From an optimization exercise on the open Yosys and OpenROAD flow, aimed at small area and a short achievable clock period; shortcuts taken in it are not production practice.
Only simulation tests tie the RTL to the original design; equivalence was not proved.
Power and IR drop assume default switching activity.

[config.mk]
export PLATFORM = sky130hd
export DESIGN_NAME = data_mem
export DESIGN_NICKNAME = data_mem
export VERILOG_FILES = /design/flow/design.v
export SDC_FILE = /design/flow/constraint.sdc
export NUM_CORES = 4
export LEC_CHECK = 0
export CAP_MARGIN = 20
export CORE_MARGIN = 2
export CORE_UTILIZATION = 50
export SLEW_MARGIN = 20
export SYNTH_MEMORY_MAX_BITS = 16384
[constraint.sdc]
create_clock -name core_clock -period 5.0 [get_ports {clk}]
set_input_delay 1.0000 -clock core_clock [delete_from_list [all_inputs] [get_ports {clk}]]
set_output_delay 1.0000 -clock core_clock [all_outputs]
set_load 0.01 [all_outputs]
[design.v]
package mem_pkg;
  localparam int DATA_W      = 32;
  localparam int BYTE_W      = 8;
  localparam int BE_W        = DATA_W / BYTE_W;   
  localparam int ADDR_W      = 32;   
  localparam int WORD_OFFS   = 2;    
  localparam int MEM_WORDS   = 256;
  localparam int WORD_ADDR_W = $clog2(MEM_WORDS);
  typedef enum logic {
    OP_READ  = 1'b0,
    OP_WRITE = 1'b1
  } mem_op_e;
  typedef enum logic [1:0] {
    OWN_NONE = 2'd0,   
    OWN_P0   = 2'd1,
    OWN_P1   = 2'd2
  } owner_e;
endpackage
package bus_pkg;
  localparam int ADDR_W = 32;
  localparam int BE_W   = 4;
  localparam int DATA_W = 32;
  typedef struct packed {
    logic              op;      
    logic [ADDR_W-1:0] addr;    
    logic [BE_W-1:0]   be;      
    logic [DATA_W-1:0] wdata;
  } mem_req_t;
  typedef struct packed {
    logic [DATA_W-1:0] rdata;   
    logic                       err;     
  } mem_rsp_t;
  localparam mem_rsp_t RSP_ZERO = '0;
endpackage
`timescale 1ns/1ps
module sp_ram (
  input  logic                            clk,
  input  logic                            en_i,
  input  logic                            we_i,
  input  logic [mem_pkg::WORD_ADDR_W-1:0] addr_i,
  input  logic [mem_pkg::BE_W-1:0]        be_i,
  input  logic [mem_pkg::DATA_W-1:0]      wdata_i,
  output logic [mem_pkg::DATA_W-1:0]      rdata_o
);
  logic [mem_pkg::DATA_W-1:0] mem_q [mem_pkg::MEM_WORDS];   
  logic              wr_en;
  logic              rd_en;
  assign wr_en = en_i & we_i;
  assign rd_en = en_i & ~we_i;
  always_ff @(posedge clk) begin
    if (wr_en) begin
      for (int b = 0; b < mem_pkg::BE_W; b++) begin
        if (be_i[b]) begin
          mem_q[addr_i][b*mem_pkg::BYTE_W +: mem_pkg::BYTE_W] <= wdata_i[b*mem_pkg::BYTE_W +: mem_pkg::BYTE_W];
        end
      end
    end
  end
  always_ff @(posedge clk) begin
    if (rd_en) begin
      rdata_o <= mem_q[addr_i];
    end
  end
endmodule
`timescale 1ns/1ps
module ram_mux (
  input  logic                            clk,
  input  logic                            reset_i,
  input  logic                            p0_req_i,
  input  bus_pkg::mem_req_t               p0_req_data_i,
  output logic                            p0_gnt_o,
  output logic                            p0_rvalid_o,
  output bus_pkg::mem_rsp_t               p0_rsp_o,
  input  logic                            p1_req_i,
  input  bus_pkg::mem_req_t               p1_req_data_i,
  output logic                            p1_gnt_o,
  output logic                            p1_rvalid_o,
  output bus_pkg::mem_rsp_t               p1_rsp_o,
  output logic                            ram_en_o,
  output logic                            ram_we_o,
  output logic [mem_pkg::WORD_ADDR_W-1:0] ram_addr_o,
  output logic [mem_pkg::BE_W-1:0]        ram_be_o,
  output logic [mem_pkg::DATA_W-1:0]      ram_wdata_o,
  input  logic [mem_pkg::DATA_W-1:0]      ram_rdata_i
);
  bus_pkg::mem_req_t                    sel_req;    
  logic                        accept;
  logic [mem_pkg::ADDR_W-mem_pkg::WORD_OFFS-1:0] word_idx;   
  logic                        in_range;
  mem_pkg::owner_e                      owner_d;
  mem_pkg::owner_e                      owner_q;
  logic                        err_q;
  bus_pkg::mem_rsp_t                    rsp;
  assign p0_gnt_o = p0_req_i;
  assign p1_gnt_o = p1_req_i & ~p0_req_i;
  assign accept   = p0_req_i | p1_req_i;
  always_comb begin
    if (p0_req_i) begin
      sel_req = p0_req_data_i;
      owner_d = mem_pkg::OWN_P0;
    end else if (p1_req_i) begin
      sel_req = p1_req_data_i;
      owner_d = mem_pkg::OWN_P1;
    end else begin
      sel_req = p1_req_data_i;   
      owner_d = mem_pkg::OWN_NONE;
    end
  end
  assign word_idx = sel_req.addr[mem_pkg::ADDR_W-1:mem_pkg::WORD_OFFS];
  assign in_range = ~|word_idx[mem_pkg::ADDR_W-mem_pkg::WORD_OFFS-1:mem_pkg::WORD_ADDR_W];
  assign ram_en_o    = accept & in_range;
  assign ram_we_o    = ram_en_o & (sel_req.op == mem_pkg::OP_WRITE);
  assign ram_addr_o  = word_idx[mem_pkg::WORD_ADDR_W-1:0];
  assign ram_be_o    = sel_req.be;
  assign ram_wdata_o = sel_req.wdata;
  always_ff @(posedge clk) begin
    if (reset_i) begin
      owner_q <= mem_pkg::OWN_NONE;
      err_q   <= 1'b0;
    end else begin
      owner_q <= owner_d;
      err_q   <= accept & ~in_range;
    end
  end
  always_comb begin
    rsp = bus_pkg::RSP_ZERO;
    if (err_q) begin
      rsp.err = 1'b1;
    end else begin
      rsp.rdata = ram_rdata_i;   
    end
  end
  always_comb begin
    p0_rvalid_o = 1'b0;
    p1_rvalid_o = 1'b0;
    p0_rsp_o    = bus_pkg::RSP_ZERO;
    p1_rsp_o    = bus_pkg::RSP_ZERO;
    case (owner_q)
      mem_pkg::OWN_P0: begin
        p0_rvalid_o = 1'b1;
        p0_rsp_o    = rsp;
      end
      mem_pkg::OWN_P1: begin
        p1_rvalid_o = 1'b1;
        p1_rsp_o    = rsp;
      end
      default: begin
      end
    endcase
  end
endmodule
`timescale 1ns/1ps
module data_mem_top (
  input  logic              clk,
  input  logic              reset_i,
  input  logic              p0_req_i,
  input  bus_pkg::mem_req_t p0_req_data_i,
  output logic              p0_gnt_o,
  output logic              p0_rvalid_o,
  output bus_pkg::mem_rsp_t p0_rsp_o,
  input  logic              p1_req_i,
  input  bus_pkg::mem_req_t p1_req_data_i,
  output logic              p1_gnt_o,
  output logic              p1_rvalid_o,
  output bus_pkg::mem_rsp_t p1_rsp_o
);
  logic                   ram_en;
  logic                   ram_we;
  logic [mem_pkg::WORD_ADDR_W-1:0] ram_addr;
  logic [mem_pkg::BE_W-1:0]        ram_be;
  logic [mem_pkg::DATA_W-1:0]      ram_wdata;
  logic [mem_pkg::DATA_W-1:0]      ram_rdata;   
  ram_mux mux0 (
    .clk           (clk),
    .reset_i       (reset_i),
    .p0_req_i      (p0_req_i),
    .p0_req_data_i (p0_req_data_i),
    .p0_gnt_o      (p0_gnt_o),
    .p0_rvalid_o   (p0_rvalid_o),
    .p0_rsp_o      (p0_rsp_o),
    .p1_req_i      (p1_req_i),
    .p1_req_data_i (p1_req_data_i),
    .p1_gnt_o      (p1_gnt_o),
    .p1_rvalid_o   (p1_rvalid_o),
    .p1_rsp_o      (p1_rsp_o),
    .ram_en_o      (ram_en),
    .ram_we_o      (ram_we),
    .ram_addr_o    (ram_addr),
    .ram_be_o      (ram_be),
    .ram_wdata_o   (ram_wdata),
    .ram_rdata_i   (ram_rdata)
  );
  sp_ram ram0 (
    .clk     (clk),
    .en_i    (ram_en),
    .we_i    (ram_we),
    .addr_i  (ram_addr),
    .be_i    (ram_be),
    .wdata_i (ram_wdata),
    .rdata_o (ram_rdata)
  );
endmodule
`timescale 1ns/1ps
module data_mem (
  input  logic        clk,
  input  logic        reset_i,
  input  logic        p0_req_i,
  input  logic        p0_we_i,      
  input  logic [31:0] p0_addr_i,    
  input  logic [3:0]  p0_be_i,
  input  logic [31:0] p0_wdata_i,
  output logic        p0_gnt_o,
  output logic        p0_rvalid_o,
  output logic [31:0] p0_rdata_o,
  output logic        p0_err_o,
  input  logic        p1_req_i,
  input  logic        p1_we_i,
  input  logic [31:0] p1_addr_i,
  input  logic [3:0]  p1_be_i,
  input  logic [31:0] p1_wdata_i,
  output logic        p1_gnt_o,
  output logic        p1_rvalid_o,
  output logic [31:0] p1_rdata_o,
  output logic        p1_err_o
);
  bus_pkg::mem_req_t p0_req_data;
  bus_pkg::mem_req_t p1_req_data;
  bus_pkg::mem_rsp_t p0_rsp;
  bus_pkg::mem_rsp_t p1_rsp;
  assign p0_req_data.op    = p0_we_i;
  assign p0_req_data.addr  = p0_addr_i;
  assign p0_req_data.be    = p0_be_i;
  assign p0_req_data.wdata = p0_wdata_i;
  assign p1_req_data.op    = p1_we_i;
  assign p1_req_data.addr  = p1_addr_i;
  assign p1_req_data.be    = p1_be_i;
  assign p1_req_data.wdata = p1_wdata_i;
  assign p0_rdata_o = p0_rsp.rdata;
  assign p0_err_o   = p0_rsp.err;
  assign p1_rdata_o = p1_rsp.rdata;
  assign p1_err_o   = p1_rsp.err;
  data_mem_top u_top (
    .clk           (clk),
    .reset_i       (reset_i),
    .p0_req_i      (p0_req_i),
    .p0_req_data_i (p0_req_data),
    .p0_gnt_o      (p0_gnt_o),
    .p0_rvalid_o   (p0_rvalid_o),
    .p0_rsp_o      (p0_rsp),
    .p1_req_i      (p1_req_i),
    .p1_req_data_i (p1_req_data),
    .p1_gnt_o      (p1_gnt_o),
    .p1_rvalid_o   (p1_rvalid_o),
    .p1_rsp_o      (p1_rsp)
  );
endmodule
[run.sh]
#!/bin/bash
# synth_recipe.tcl (not shown) runs the flow's synth.tcl, then flattens the netlist and writes it again
# the make line also repeats each setting of config.mk as NAME=value (left out here)
make -C /OpenROAD-flow-scripts/flow DESIGN_CONFIG=/design/flow/config.mk WORK_HOME=/design/flow/orfs CLKGATE_MAP_FILE= SYNTH_SCRIPT=/design/flow/synth_recipe.tcl finish
==> summary.txt <==
worst paths after layout:
path | start | to | slack (ps)
hold / removal | reset_i | u_top.mux0.owner_q[0] | 400
hold reg to reg | u_top.ram0.mem_q[129][12] | u_top.ram0.rdata_o[12] | 900
setup / recovery | u_top.mux0.err_q | p0_rdata_o[0] | 360
setup reg to reg | u_top.ram0.mem_q[136][0] | u_top.ram0.rdata_o[0] | 1590
cells in the final DEF (no fill, tap or decap), drive strengths merged, types with 4 or more instances in the layout:
cell,n
edfxtp,8224
buf,2491
mux4,1718
nor2,1144
clkbuf,1021
nand2,727
mux2i,664
a22oi,661
clkinv,368
a21oi,345
o22ai,334
clkdlybuf4s50,206
diode,113
nor4,89
a41oi,81
o41ai,81
nand4,56
bufinv,47
inv,42
mux2,40
clkinvlp,17
o21ai,10
or4,7
or3,7
nor3,6
a221oi,6
o31ai,4
a31oi,4
nand3,4
nand2b,4
Yosys cell counts (7+ instances only):
| cell | count |
|---|---|
| a41oi_1 | 81 |
| o41ai_1 | 81 |
| mux2i_1 | 664 |
| or3_1 | 7 |
| buf_6 | 17 |
| mux4_2 | 1718 |
| or4_1 | 7 |
| mux2_2 | 39 |
| nor2_1 | 1144 |
| o21ai_0 | 10 |
| buf_4 | 56 |
| nor4_1 | 89 |
| nand2_1 | 725 |
| a22oi_1 | 661 |
| buf_2 | 282 |
| a21oi_1 | 345 |
| nand4_1 | 56 |
| clkbuf_1 | 468 |
| buf_1 | 107 |
| o22ai_1 | 334 |
| edfxtp_1 | 8224 |
cell families after synthesis:
| family | after synthesis |
|---|---|
| muxes | 2422 |
| buffers and inverters | 935 |
| AOI/OAI and AO/OA | 1545 |
| DFF | 8227 |
| and+or+nand+nor | 2059 |
layout make-up:
class	instances	area (µm²)
Inverter	5	18.8
Clock inverter	469	4080
Antenna cell	113	283
Tap cell	8350	10400
Sequential cell	8227	247000
Multi-Input combinational cell	6026	65500
Timing Repair Buffer	2697	26700
Fill cell	45600	253000
Clock buffer	1021	21300
sequential cells by signal (all words and copies together) (netlist names):
name,flops
u_top.mux0.err_q,1
u_top.mux0.owner_q,2
u_top.ram0.mem_q,8192
u_top.ram0.rdata_o,32
worst max-delay path: stages (launching register included):
cell             delay, ps
dfxtp_1                310
inv_2                  780
nand2_1                210
nor2_1                 260
buf_4                  260
clkdlybuf4s50_1        560
metrics by stage:
stage	worst slack, ps	hold slack, ps	power [mW]	TNS [ps]	cells
after CTS	318	347	146	0	26800
after floorplan	276	780	83.3	0	15200
final	359	400	146	0	26900
after detailed placement	-480	896	87.9	-16440	25300
after global placement	-484	907	87.7	-54420	25300
after global routing	299	417	149	0	26800
metal layers:
layer	global-route usage [%]	part of all wire, %	wire length, µm	up-vias
met5	1.33	0.082	895	-
li1	-	-	-	68500
met1	47.8	38	411000	93400
met4	17.7	6.0	65000	100
met3	10.2	13	142000	1870
met2	47.0	43	467000	12300
report_power, final:
| group | internal [mW] | switching, mW | total [mW] | leakage [nW] |
|---|---|---|---|---|
| combinational | 3.66 | 6.39 | 10.0 | 34.2 |
| clock | 32.7 | 26.5 | 59.2 | 12.3 |
| sequential | 76.5 | 0.000622 | 76.5 | 73.9 |
| total | 113 | 32.9 | 146 | 120 |
==> flow_summary.toml <==
[synthesis]
ys_types = 52
ys_ff_latch = 8227
ys_top_cells_by_area = "edfxtp_1 78%, mux4_2 12%, mux2i_1 2.1%, a22oi_1 1.6%, nor2_1 1.4%"
synthMuxAreaShare_pct = 14.5
synth.avg_cell_area_um2 = 20.8
seq_area_frac_synth_pct = 78.2
synth_compound_area_share_pct = 3.33
netlist.area_leader.share_pct = 78.2
syn_area_um2 = 316000
synth_simple_gate_area_share_pct = 2.60
synth-xor-area-share_pct = 0
ys_async_sr_fraction_pct = 0
synth_fa_ha_area_share_pct = 0
yosysTopAreaCell = "edfxtp_1"
synth_top_family_by_area = "multiplexers"
synth-edff-count = 8224
ys_warn_count = 2
syn_inst = 15200
syn_nets = 15300
yosys_most_used_dff = "edfxtp_1"

[pwr]
p_leak_nw = 120
peakVddDrop_mv = 0.413
powerDensity_nw_per_um2 = 388

[place]
dpl_cell_area_um2 = 350000
hpwl_um = 763000
globalplace.congestion = 0.998
port_buffers = 207

[sta]
finalSetupViolations = 0
worst_pin_slew_ps = 1320
period_minus_slack_ps = 4640
slew-limit-headroom_pct = 11.8
hold_viol_final = 0
max_freq_mhz = 215
rsz0062_at_grt = "false"
slew_violations = 0
fin_crit_sh_pct = 92.8
finClkSkew_ps = 54.8

[grt]
first_global_vias = 166000
grt_max_degree = 177
antenna_found_initial = 180
grt_pass1_wl_um = 1440000
grt_usage_pct = 33.6
overflow = 0

[routing]
num_vias = 176000
drt-initial-drc-count = 30000
ant_nets = 0
first_pass_iters = 6
drc = 0
avgViaCountPerCell = 6.55
wl_per_cell_um = 40.4
wl_um = 1090000

[floorplan]
pin_count = 212
die-width_um = 799
coreArea_um2 = 628000
fp.dieH_um = 799
core.rowCount = 291
die_area_um2 = 638000
initial_core_util_pct = 50.2

[clock_network]
cts_buffers = 818
holdBufCountCts = 0
root_buffer = "clkbuf_16"
cts_tree = "done"
clkTransAtPathRegs_ps = 60
clk_latency_ps = 1180
htreeDepth = 6
clock_path_buffers = 4
post_cts_buffers = 0
clock-sinks = 8227
post_cts_resize_count = 0

[worst_hold_path]
hp-class = "in -> reg"
hold_path_depth = 2

[setup_path]
crit_arrival_ps = 3640
end_kind = "output pin"
startpoint_type = "register"
r2r_cells = 8
critPathRequiredTime_ps = 4000
critPathMaxFanout = 34
crit_type = "reg -> out"

[cells_and_area]
finalInstanceArea_um2 = 375000
drive_above_1_share_pct = 29.3
final_core_util_pct = 59.7
fin_nets = 17900
area_growth_pct = 18.9

[status]
outcome = "finished clean"

[run]
max_cap_violations = 0

[port drivers added, routing unchanged]
Ports are ideal in the flow. The routed layout listed here was re-timed in OpenROAD. Step 1 sets driving cells, clkbuf_16 on the clock port and buf_2 on the other inputs (assumed; they add their load-dependent delay and slew). Step 2 also shifts input and output timing later by t, the mid clock arrival at the registers, as if the neighbouring blocks saw the same clock. Three values: no drivers, after step 1, after step 2; two values: the first two.
t (ns): 1.305
setup WS [ns]: 0.359 / 0.228 / -0.478
worst hold slack (ns): 0.400 / 0.306 / 0.897
worst setup path at the end: input to register
slew at the worst register clock pin (ns): 0.07 / 0.07
With both steps, setup timing fails in this run, where it was met with ideal ports. For this run, drivers alone change the setup slack by -0.131 ns; drivers and shift together by -0.837 ns.
